Background: an optimization exercise with open tools, aiming at small area. Do not read the settings as production practice. In this exercise RTL edits were held to simulation tests only and were not proved equivalent to the original. Power and IR drop assume default switching activity.

[flow/config.mk]
export PLATFORM = sky130hd
export DESIGN_NAME = thick_line_rasterizer_top
export DESIGN_NICKNAME = thick_line_rasterizer_top
export VERILOG_FILES = /design/flow/design.v
export SDC_FILE = /design/flow/constraint.sdc
export NUM_CORES = 4
export LEC_CHECK = 0
export CAP_MARGIN = 20
export CORE_MARGIN = 2
export CORE_UTILIZATION = 40
export PLACE_DENSITY = 0.6
export SLEW_MARGIN = 20
[flow/constraint.sdc]
create_clock -name core_clock -period 8.0 [get_ports {i_clk}]
set_input_delay 1.6000 -clock core_clock [delete_from_list [all_inputs] [get_ports {i_clk}]]
set_output_delay 1.6000 -clock core_clock [all_outputs]
set_load 0.01 [all_outputs]
[flow/design.v]
package tlr_pkg;
    localparam int COORD_BITS = 9;
    localparam int THICK_BITS = 8;
    localparam int COLOR_BITS = 16;
    localparam int WIN_BITS   = 10;
    localparam int COUNT_BITS = 17;
    localparam int DEC_BITS   = COORD_BITS + 4;
    localparam int IN_BITS    = 4 * COORD_BITS + THICK_BITS + COLOR_BITS;
    localparam int IN_BYTES   = (IN_BITS + 7) / 8;
    localparam int OUT_BITS   = 4 * WIN_BITS + COUNT_BITS + COLOR_BITS;
    localparam int OUT_BYTES  = (OUT_BITS + 7) / 8;
    localparam logic ACT_LOAD = 1'b0;
    localparam logic ACT_STEP = 1'b1;
    typedef logic [COORD_BITS-1:0] t_coord;
    typedef logic [WIN_BITS-1:0]   t_win_coord;
    typedef struct packed {
        t_win_coord col_first;
        t_win_coord row_first;
        t_win_coord col_last;
        t_win_coord row_last;
    } t_window;
    typedef struct packed {
        logic                        straight;
        logic                        major_is_y;
        t_coord                      cur_major;
        t_coord                      cur_minor;
        t_coord                      major_end;
        logic                        minor_neg;
        t_coord                      d_major;
        t_coord                      d_minor;
        logic signed [DEC_BITS-1:0]  decision;
        t_window                     span;
    } t_line;
    typedef struct packed {
        t_window                 win;
        logic [COUNT_BITS-1:0]   count;
        logic                    last;
    } t_result;
endpackage
module tlr_line_setup
(
    input  tlr_pkg::t_coord                i_x0,
    input  tlr_pkg::t_coord                i_y0,
    input  tlr_pkg::t_coord                i_x1,
    input  tlr_pkg::t_coord                i_y1,
    input  logic [tlr_pkg::THICK_BITS-1:0] i_thick,
    output tlr_pkg::t_line                 o_line
);
    tlr_pkg::t_coord     adx;
    tlr_pkg::t_coord     ady;
    tlr_pkg::t_coord     lo;
    tlr_pkg::t_coord     hi;
    tlr_pkg::t_coord     sx0;
    tlr_pkg::t_coord     sy0;
    tlr_pkg::t_coord     sx1;
    tlr_pkg::t_coord     sy1;
    logic       y_major;
    tlr_pkg::t_win_coord w_minus1;
    always_comb begin
        adx      = (i_x0 > i_x1) ? (i_x0 - i_x1) : (i_x1 - i_x0);
        ady      = (i_y0 > i_y1) ? (i_y0 - i_y1) : (i_y1 - i_y0);
        y_major  = (ady >= adx);
        w_minus1 = tlr_pkg::WIN_BITS'(i_thick) - tlr_pkg::WIN_BITS'(1);
        o_line          = '0;
        o_line.straight = (i_x0 == i_x1) || (i_y0 == i_y1);
        if (i_x0 == i_x1) begin
            lo = (i_y0 < i_y1) ? i_y0 : i_y1;
            hi = (i_y0 < i_y1) ? i_y1 : i_y0;
            o_line.span.col_first = tlr_pkg::WIN_BITS'(i_x0);
            o_line.span.row_first = tlr_pkg::WIN_BITS'(lo);
            o_line.span.col_last  = tlr_pkg::WIN_BITS'(i_x0) + w_minus1;
            o_line.span.row_last  = tlr_pkg::WIN_BITS'(hi);
        end else begin
            lo = (i_x0 < i_x1) ? i_x0 : i_x1;
            hi = (i_x0 < i_x1) ? i_x1 : i_x0;
            o_line.span.col_first = tlr_pkg::WIN_BITS'(lo);
            o_line.span.row_first = tlr_pkg::WIN_BITS'(i_y0);
            o_line.span.col_last  = tlr_pkg::WIN_BITS'(hi);
            o_line.span.row_last  = tlr_pkg::WIN_BITS'(i_y0) + w_minus1;
        end
        if ((y_major && (i_y0 > i_y1)) || (!y_major && (i_x0 > i_x1))) begin
            sx0 = i_x1; sy0 = i_y1; sx1 = i_x0; sy1 = i_y0;
        end else begin
            sx0 = i_x0; sy0 = i_y0; sx1 = i_x1; sy1 = i_y1;
        end
        o_line.major_is_y = (i_x0 == i_x1) ? 1'b1 : ((i_y0 == i_y1) ? 1'b0 : y_major);
        if (y_major) begin
            o_line.cur_major = sy0;
            o_line.major_end = sy1;
            o_line.cur_minor = sx0;
            o_line.minor_neg = (sx1 < sx0);
            o_line.d_major   = sy1 - sy0;
            o_line.d_minor   = adx;
        end else begin
            o_line.cur_major = sx0;
            o_line.major_end = sx1;
            o_line.cur_minor = sy0;
            o_line.minor_neg = (sy1 < sy0);
            o_line.d_major   = sx1 - sx0;
            o_line.d_minor   = ady;
        end
        o_line.decision = $signed(tlr_pkg::DEC_BITS'({o_line.d_minor, 1'b0}))
                        - $signed(tlr_pkg::DEC_BITS'(o_line.d_major));
    end
endmodule
module tlr_step_unit
(
    input  tlr_pkg::t_line                 i_line,
    input  logic [tlr_pkg::THICK_BITS-1:0] i_thick,
    output tlr_pkg::t_result               o_result,
    output tlr_pkg::t_line                 o_next,
    output logic                  o_done
);
    tlr_pkg::t_coord                         col;
    tlr_pkg::t_coord                         row;
    logic                           at_end;
    tlr_pkg::t_win_coord                     span_len;
    tlr_pkg::t_win_coord                     mul_b;
    tlr_pkg::t_win_coord                     w_minus1;
    logic [tlr_pkg::THICK_BITS+tlr_pkg::WIN_BITS-1:0] product;
    logic signed [tlr_pkg::DEC_BITS-1:0]     two_dmin;
    logic signed [tlr_pkg::DEC_BITS-1:0]     two_dmaj;
    always_comb begin
        col      = i_line.major_is_y ? i_line.cur_minor : i_line.cur_major;
        row      = i_line.major_is_y ? i_line.cur_major : i_line.cur_minor;
        at_end   = (i_line.cur_major == i_line.major_end);
        w_minus1 = tlr_pkg::WIN_BITS'(i_thick) - tlr_pkg::WIN_BITS'(1);
        span_len = i_line.major_is_y
                 ? (i_line.span.row_last - i_line.span.row_first + tlr_pkg::WIN_BITS'(1))
                 : (i_line.span.col_last - i_line.span.col_first + tlr_pkg::WIN_BITS'(1));
        mul_b   = i_line.straight ? span_len : tlr_pkg::WIN_BITS'(i_thick);
        product = (tlr_pkg::THICK_BITS+tlr_pkg::WIN_BITS)'(i_thick) * (tlr_pkg::THICK_BITS+tlr_pkg::WIN_BITS)'(mul_b);
        o_result.count = product[tlr_pkg::COUNT_BITS-1:0];
        if (i_line.straight) begin
            o_result.win  = i_line.span;
            o_result.last = 1'b1;
        end else begin
            o_result.win.col_first = tlr_pkg::WIN_BITS'(col);
            o_result.win.row_first = tlr_pkg::WIN_BITS'(row);
            o_result.win.col_last  = tlr_pkg::WIN_BITS'(col) + w_minus1;
            o_result.win.row_last  = tlr_pkg::WIN_BITS'(row) + w_minus1;
            o_result.last          = at_end;
        end
        o_done = i_line.straight || at_end;
        two_dmin = $signed(tlr_pkg::DEC_BITS'({i_line.d_minor, 1'b0}));
        two_dmaj = $signed(tlr_pkg::DEC_BITS'({i_line.d_major, 1'b0}));
        o_next          = i_line;
        o_next.straight = 1'b0;
        if (!o_done) begin
            if (i_line.decision > 0) begin
                o_next.cur_minor = i_line.minor_neg ? (i_line.cur_minor - 1'b1)
                                                    : (i_line.cur_minor + 1'b1);
                o_next.decision  = i_line.decision - two_dmaj + two_dmin;
            end else begin
                o_next.decision  = i_line.decision + two_dmin;
            end
            o_next.cur_major = i_line.cur_major + 1'b1;
        end
    end
endmodule
module thick_line_rasterizer_top
(
    input  logic                   i_clk,
    input  logic                   i_rst_n,
    input  logic                   s_axis_tvalid,
    output logic                   s_axis_tready,
    input  logic [8*tlr_pkg::IN_BYTES-1:0]  s_axis_tdata,
    input  logic                   s_axis_tuser,
    output logic                   m_axis_tvalid,
    input  logic                   m_axis_tready,
    output logic [8*tlr_pkg::OUT_BYTES-1:0] m_axis_tdata,
    output logic                   m_axis_tlast
);
    logic                    r_in_valid;
    logic                    r_in_action;
    logic [tlr_pkg::IN_BITS-1:0]      r_in_data;
    logic                    r_busy;
    tlr_pkg::t_line                   r_line;
    logic [tlr_pkg::THICK_BITS-1:0]   r_thick;
    logic [tlr_pkg::COLOR_BITS-1:0]   r_color;
    logic                    r_out_valid;
    logic [8*tlr_pkg::OUT_BYTES-1:0]  r_out_data;
    logic                    r_out_last;
    tlr_pkg::t_line   setup_line;
    tlr_pkg::t_line   step_next;
    tlr_pkg::t_result step_res;
    logic    step_done;
    logic    produce;
    logic    advance;
    tlr_line_setup u_setup (
        .i_x0    (r_in_data[tlr_pkg::COORD_BITS-1:0]),
        .i_y0    (r_in_data[2*tlr_pkg::COORD_BITS-1:tlr_pkg::COORD_BITS]),
        .i_x1    (r_in_data[3*tlr_pkg::COORD_BITS-1:2*tlr_pkg::COORD_BITS]),
        .i_y1    (r_in_data[4*tlr_pkg::COORD_BITS-1:3*tlr_pkg::COORD_BITS]),
        .i_thick (r_in_data[4*tlr_pkg::COORD_BITS+tlr_pkg::THICK_BITS-1:4*tlr_pkg::COORD_BITS]),
        .o_line  (setup_line)
    );
    tlr_step_unit u_step (
        .i_line   (r_line),
        .i_thick  (r_thick),
        .o_result (step_res),
        .o_next   (step_next),
        .o_done   (step_done)
    );
    assign produce       = (r_in_action == tlr_pkg::ACT_STEP) && r_busy;
    assign advance       = r_in_valid && (!produce || !r_out_valid || m_axis_tready);
    assign s_axis_tready = !r_in_valid || advance;
    assign m_axis_tvalid = r_out_valid;
    assign m_axis_tdata  = r_out_data;
    assign m_axis_tlast  = r_out_last;
    always_ff @(posedge i_clk) begin
        if (!i_rst_n) begin
            r_in_valid  <= 1'b0;
            r_busy      <= 1'b0;
            r_out_valid <= 1'b0;
            r_line      <= '0;
            r_thick     <= tlr_pkg::THICK_BITS'(1);
            r_color     <= '0;
        end else begin
            if (s_axis_tready) begin
                r_in_valid <= s_axis_tvalid;
            end
            if (advance) begin
                if (r_in_action == tlr_pkg::ACT_LOAD) begin
                    r_busy  <= 1'b1;
                    r_line  <= setup_line;
                    r_thick <= r_in_data[4*tlr_pkg::COORD_BITS+tlr_pkg::THICK_BITS-1:4*tlr_pkg::COORD_BITS];
                    r_color <= r_in_data[tlr_pkg::IN_BITS-1:4*tlr_pkg::COORD_BITS+tlr_pkg::THICK_BITS];
                end else if (r_busy) begin
                    r_line <= step_next;
                    r_busy <= !step_done;
                end
            end
            if (advance && produce) begin
                r_out_valid <= 1'b1;
            end else if (m_axis_tready) begin
                r_out_valid <= 1'b0;
            end
        end
    end
    always_ff @(posedge i_clk) begin
        if (s_axis_tvalid && s_axis_tready) begin
            r_in_action <= s_axis_tuser;
            r_in_data   <= s_axis_tdata[tlr_pkg::IN_BITS-1:0];
        end
        if (advance && produce) begin
            r_out_data <= {(8*tlr_pkg::OUT_BYTES-tlr_pkg::OUT_BITS)'(0), r_color, step_res.count,
                           step_res.win.row_last, step_res.win.col_last,
                           step_res.win.row_first, step_res.win.col_first};
            r_out_last <= step_res.last;
        end
    end
endmodule
[flow/run.sh]
#!/bin/bash
# synth_recipe.tcl (not shown) runs the flow's synth.tcl, then flattens the netlist and writes it again
# the make line also repeats each setting of config.mk as NAME=value (left out here)
make -C /OpenROAD-flow-scripts/flow DESIGN_CONFIG=/design/flow/config.mk WORK_HOME=/design/flow/orfs CLKGATE_MAP_FILE= SYNTH_SCRIPT=/design/flow/synth_recipe.tcl finish
==> flow_metrics.py <==
metrics = {
    "synth": {
        "syn_inst": 2330,
        "number_of_synthesized_register_bits": 259,
        "postSynthAreaPerCell_um2": 8.79,
        "yosysTopAreaCellShare_pct": 19.5,
        "largest_area_contributor_in_the_netlist": "sky130_fd_sc_hd__edfxtp_1",
        "synthesis.area_um2": 20500,
        "synth_edf_count": 133,
        "warnings_synthesis": 3,
        "asyncSetResetFlopFracSynth_pct": 0,
        "most_used_dff_post_synth": "sky130_fd_sc_hd__edfxtp_1",
        "synth.lib_cells_used.distinct": 76,
        "synth.top_cells.by_area": "sky130_fd_sc_hd__edfxtp_1, sky130_fd_sc_hd__dfxtp_1, sky130_fd_sc_hd__ha_1",
        "seq_area_frac_synth_pct": 31.8,
    },
    "critical_path": {
        "cp_data_arrival_time_ps": 8060,
        "crit_path_max_incr_delay_ps": 590,
        "setup.worst_path.end_class": "flop",
        "cp-endpoint": "r_line[49]",
        "timing.reg2reg.setup_slack_ps": 450,
        "start_kind": "flop",
        "critical_path.startpoint": "r_in_data[33]",
        "required_ps": 8510,
        "r2r_start": "r_in_data[33]",
        "worst_r2r_path_depth": 33,
        "slowest_stage": "sky130_fd_sc_hd__edfxtp_1",
        "critical_path_type": "reg2reg",
        "reg2reg_to": "r_line[49]",
        "max_fo_critical_path": 10,
    },
    "sta": {
        "max_clock_freq_ghz": 0.132,
        "slew_headroom_pct": 28.5,
        "finClkSkew_ps": 17.3,
        "finalCriticalPeriod_ps": 7550,
        "worst-slew-pin-transition_ps": 1070,
        "worst_hold_slack_ps": 429,
        "final_hold_violation_count": 0,
        "final_setup_viols": 0,
        "period_share_pct": 94.4,
        "slew_viol_final": 0,
        "final_critical_path_setup_slack_ps": 446,
    },
    "placement": {
        "gp_routability_congestion": 0.961,
        "io_buffer_count": 138,
        "placement.setup.worst_slack_ps": 304,
        "post-dp-hpwl_um": 48100,
        "place_area_um2": 23000,
        "placed_cells_incl_taps": 3115,
    },
    "global_route": {
        "grt-ovfl-total": 0,
        "antenna_violations_before_repair": 1,
        "grt_pass1_vias": 16580,
        "grt_max_degree": 92,
        "grt_pass1_wl_um": 95500,
        "grtUsageTotal_pct": 23.1,
    },
    "clocking": {
        "htreeDepth": 1,
        "post_cts_hold_buffer_count": 0,
        "cts_num_sinks": 259,
        "insertion_delay_ps": 580,
        "clk_path_buf_depth": 3,
        "cts_tree": "yes",
        "clk_pin_slew_worst_paths_ps": 70,
        "clock_tree.root_cell": "sky130_fd_sc_hd__clkbuf_16",
        "tritoncts.num_buffers": 30,
    },
    "hold_path": {
        "min-delay-path-class": "reg2reg",
    },
    "final_layout": {
        "area_growth_pct": 17.9,
        "layout.cell_area.non_filler_um2": 24100,
        "fin_nets": 2820,
        "finalNonFillerCells": 3187,
        "layout-drive-gt1-share_pct": 8.99,
        "n_antenna_cell": 0,
    },
    "power": {
        "power_density_nw_per_um2": 235,
        "cellLeakagePower_nw": 10.5,
        "ir_worst_vdd_mv": 0.197,
    },
    "drt": {
        "drt_first_pass_iters": 6,
        "routed-via-count": 17292,
        "detail_route.wirelength_um": 62300,
        "wl_per_cell_um": 19.6,
        "detailedRoute.firstIterationViolations": 1237,
        "routed_via_density": 5.43,
        "route.detailed.drc": 0,
        "detail-route-antenna-nets": 0,
    },
    "floorplan": {
        "die_h_um": 230,
        "fp.coreArea_um2": 50400,
        "initial_utilization_pct": 40.6,
        "rows": 82,
        "dieArea_um2": 53000,
        "io_pins": 152,
        "die_width_um": 230,
    },
    "status": {
        "outcome": "complete, no violations",
    },
    "flow_run": {
        "maxCapViolations": 0,
    },
}
stage by stage:
stage / power, mW / utilization (%) / TNS [ps]
floorplan: 3.31 / - / 0
finish: 5.67 / 47.9 / 0
global placement: 4.21 / 45.6 / 0
CTS: 5.64 / 47.6 / 0
global route: 6.02 / 47.9 / -48.1
detailed placement: 4.25 / 45.6 / 0
cell families after synthesis:
kind of cell,Yosys count,synth area share (%)
and+or+nand+nor,672,14.6
AOI/OAI and AO/OA,586,19.1
buffers and inverters,348,6.69
adders and majority gates,260,18.5
DFF,259,31.8
xor gates and xnor gates,129,5.52
muxes,75,3.83
other,1,0.0183
state kept, by name, summed over array words and instances (netlist names):
signal	flops
r_line	99
m_axis_tdata	71
r_in_data	60
r_color	16
r_thick	8
r_busy	1
r_in_action	1
r_in_valid	1
r_out_last	1
r_out_valid	1
worst min path at each step:
stage | from | end | slack [ps] | cells past startpoint
3_5_place_dp | r_color[1] | m_axis_tdata[58] | 410 | 0
2_1_floorplan | r_color[0] | m_axis_tdata[57] | 410 | 0
4_1_cts | r_color[1] | m_axis_tdata[58] | 430 | 0
5_1_grt | r_color[0] | m_axis_tdata[57] | 430 | 0
3_3_place_gp | r_color[5] | m_axis_tdata[62] | 410 | 0
6_report | r_color[6] | m_axis_tdata[63] | 430 | 0
cell usage after synthesis, types with 19 or more instances:
master                     number
sky130_fd_sc_hd__o21bai_1      27
sky130_fd_sc_hd__edfxtp_1     133
sky130_fd_sc_hd__o211ai_1      44
sky130_fd_sc_hd__a211oi_1      19
sky130_fd_sc_hd__buf_2         20
sky130_fd_sc_hd__nand3_1       31
sky130_fd_sc_hd__fa_1          70
sky130_fd_sc_hd__o21a_1        21
sky130_fd_sc_hd__xor2_1        43
sky130_fd_sc_hd__inv_1        217
sky130_fd_sc_hd__a21oi_1      146
sky130_fd_sc_hd__nor2_1       154
sky130_fd_sc_hd__and2_1        41
sky130_fd_sc_hd__clkbuf_1      90
sky130_fd_sc_hd__nor3_1        33
sky130_fd_sc_hd__a21o_1        28
sky130_fd_sc_hd__and3_1        19
sky130_fd_sc_hd__mux2_2        26
sky130_fd_sc_hd__a21boi_0      57
sky130_fd_sc_hd__nand2_1      323
sky130_fd_sc_hd__o211a_1       23
sky130_fd_sc_hd__ha_1         190
sky130_fd_sc_hd__nor2b_1       32
sky130_fd_sc_hd__xnor2_1       86
sky130_fd_sc_hd__mux2i_1       49
sky130_fd_sc_hd__dfxtp_1      126
sky130_fd_sc_hd__o21ai_0      116
final cells by class:
cell class	instances	area [um^2]
clock buffer	40	840
clock inverter	16	153
inverter	218	818
fill	4820	26200
multi-input combinational	1731	12700
timing repair buffer	251	2240
sequential	259	6520
tap	672	841
cells in the final DEF (no fill, tap or decap), types with 6 or more instances in the layout:
cell type | Yosys | layout
sky130_fd_sc_hd__and3_1 | 19 | 19
sky130_fd_sc_hd__a31oi_1 | 16 | 15
sky130_fd_sc_hd__o22ai_1 | 9 | 9
sky130_fd_sc_hd__o211ai_1 | 44 | 44
sky130_fd_sc_hd__o31a_1 | 7 | 7
sky130_fd_sc_hd__nand2b_1 | 10 | 10
sky130_fd_sc_hd__clkbuf_16 | 0 | 31
sky130_fd_sc_hd__nor3_1 | 33 | 33
sky130_fd_sc_hd__a21oi_1 | 146 | 145
sky130_fd_sc_hd__buf_4 | 10 | 113
sky130_fd_sc_hd__xnor2_1 | 86 | 85
sky130_fd_sc_hd__o21bai_1 | 27 | 27
sky130_fd_sc_hd__a311oi_1 | 8 | 8
sky130_fd_sc_hd__a211oi_1 | 19 | 17
sky130_fd_sc_hd__o311a_1 | 13 | 13
sky130_fd_sc_hd__nor2_1 | 154 | 151
sky130_fd_sc_hd__a21o_1 | 28 | 28
sky130_fd_sc_hd__dfxtp_1 | 126 | 125
sky130_fd_sc_hd__fa_1 | 70 | 70
sky130_fd_sc_hd__conb_1 | 1 | 9
sky130_fd_sc_hd__ha_1 | 190 | 185
sky130_fd_sc_hd__nand2_1 | 323 | 322
sky130_fd_sc_hd__inv_1 | 217 | 216
sky130_fd_sc_hd__o21ai_0 | 116 | 113
sky130_fd_sc_hd__nand3_1 | 31 | 31
sky130_fd_sc_hd__o211a_1 | 23 | 23
sky130_fd_sc_hd__o21a_1 | 21 | 21
sky130_fd_sc_hd__and2_1 | 41 | 41
sky130_fd_sc_hd__mux2i_1 | 49 | 49
sky130_fd_sc_hd__mux2_2 | 26 | 26
sky130_fd_sc_hd__xor2_1 | 43 | 42
sky130_fd_sc_hd__clkbuf_1 | 90 | 6
sky130_fd_sc_hd__edfxtp_1 | 133 | 133
sky130_fd_sc_hd__nor2b_1 | 32 | 29
sky130_fd_sc_hd__clkdlybuf4s50_1 | 0 | 137
sky130_fd_sc_hd__a21boi_0 | 57 | 57
worst max-delay path, delay by kind of cell (launching register included):
kind                       cells  cell delay, ps
xor gates and xnor gates       2             530
AOI/OAI and AO/OA             15            2820
DFF                            1             590
muxes                          2             410
and+or+nand+nor                6            1080
adders and majority gates      4            1380
buffers and inverters          4             660
power by group:
group,switching (mW),internal [mW]
clock network,0.572,0.803
logic,1.56,1.18
registers,0.0800,1.47
total,2.21,3.46
routing by layer:
layer  routed length, um  GRT usage [%]
met5                  12              0
met1               29000           32.8
met2               27400           36.1
met3                3430           2.72
met4                2480           8.19
what timing repair did:
action                                 4_1_cts  5_1_grt
gates resized for setup                      0       18
endpoints found under the hold margin        0        0
buffers inserted                             0       16
setup endpoints to repair                    0        8

==> re-timing with driven ports <==
How much do the figures lean on ideal ports? The routed layout below was timed once more, with nothing changed but the port constraints. Step 1: set_driving_cell puts a clkbuf_16 on i_clk and a buf_2 on each other input, an assumption about the parent block. Step 2 moves the port delays by t, midway between the first and last clock arrival at a register: inputs arrive t later, outputs are due t later. That takes back most of the time a late clock gives input paths. Three values: ideal ports, drivers, drivers and shift; two values: the first two.
t, ns: 0.624
setup WS [ns]: 0.446 / 0.446 / 0.446
hold WS [ns]: 0.429 / 0.429 / 0.429
After both steps setup and hold are still met in this run. For this run, drivers alone change the setup slack by 0.000 ns; drivers and shift together by 0.000 ns.
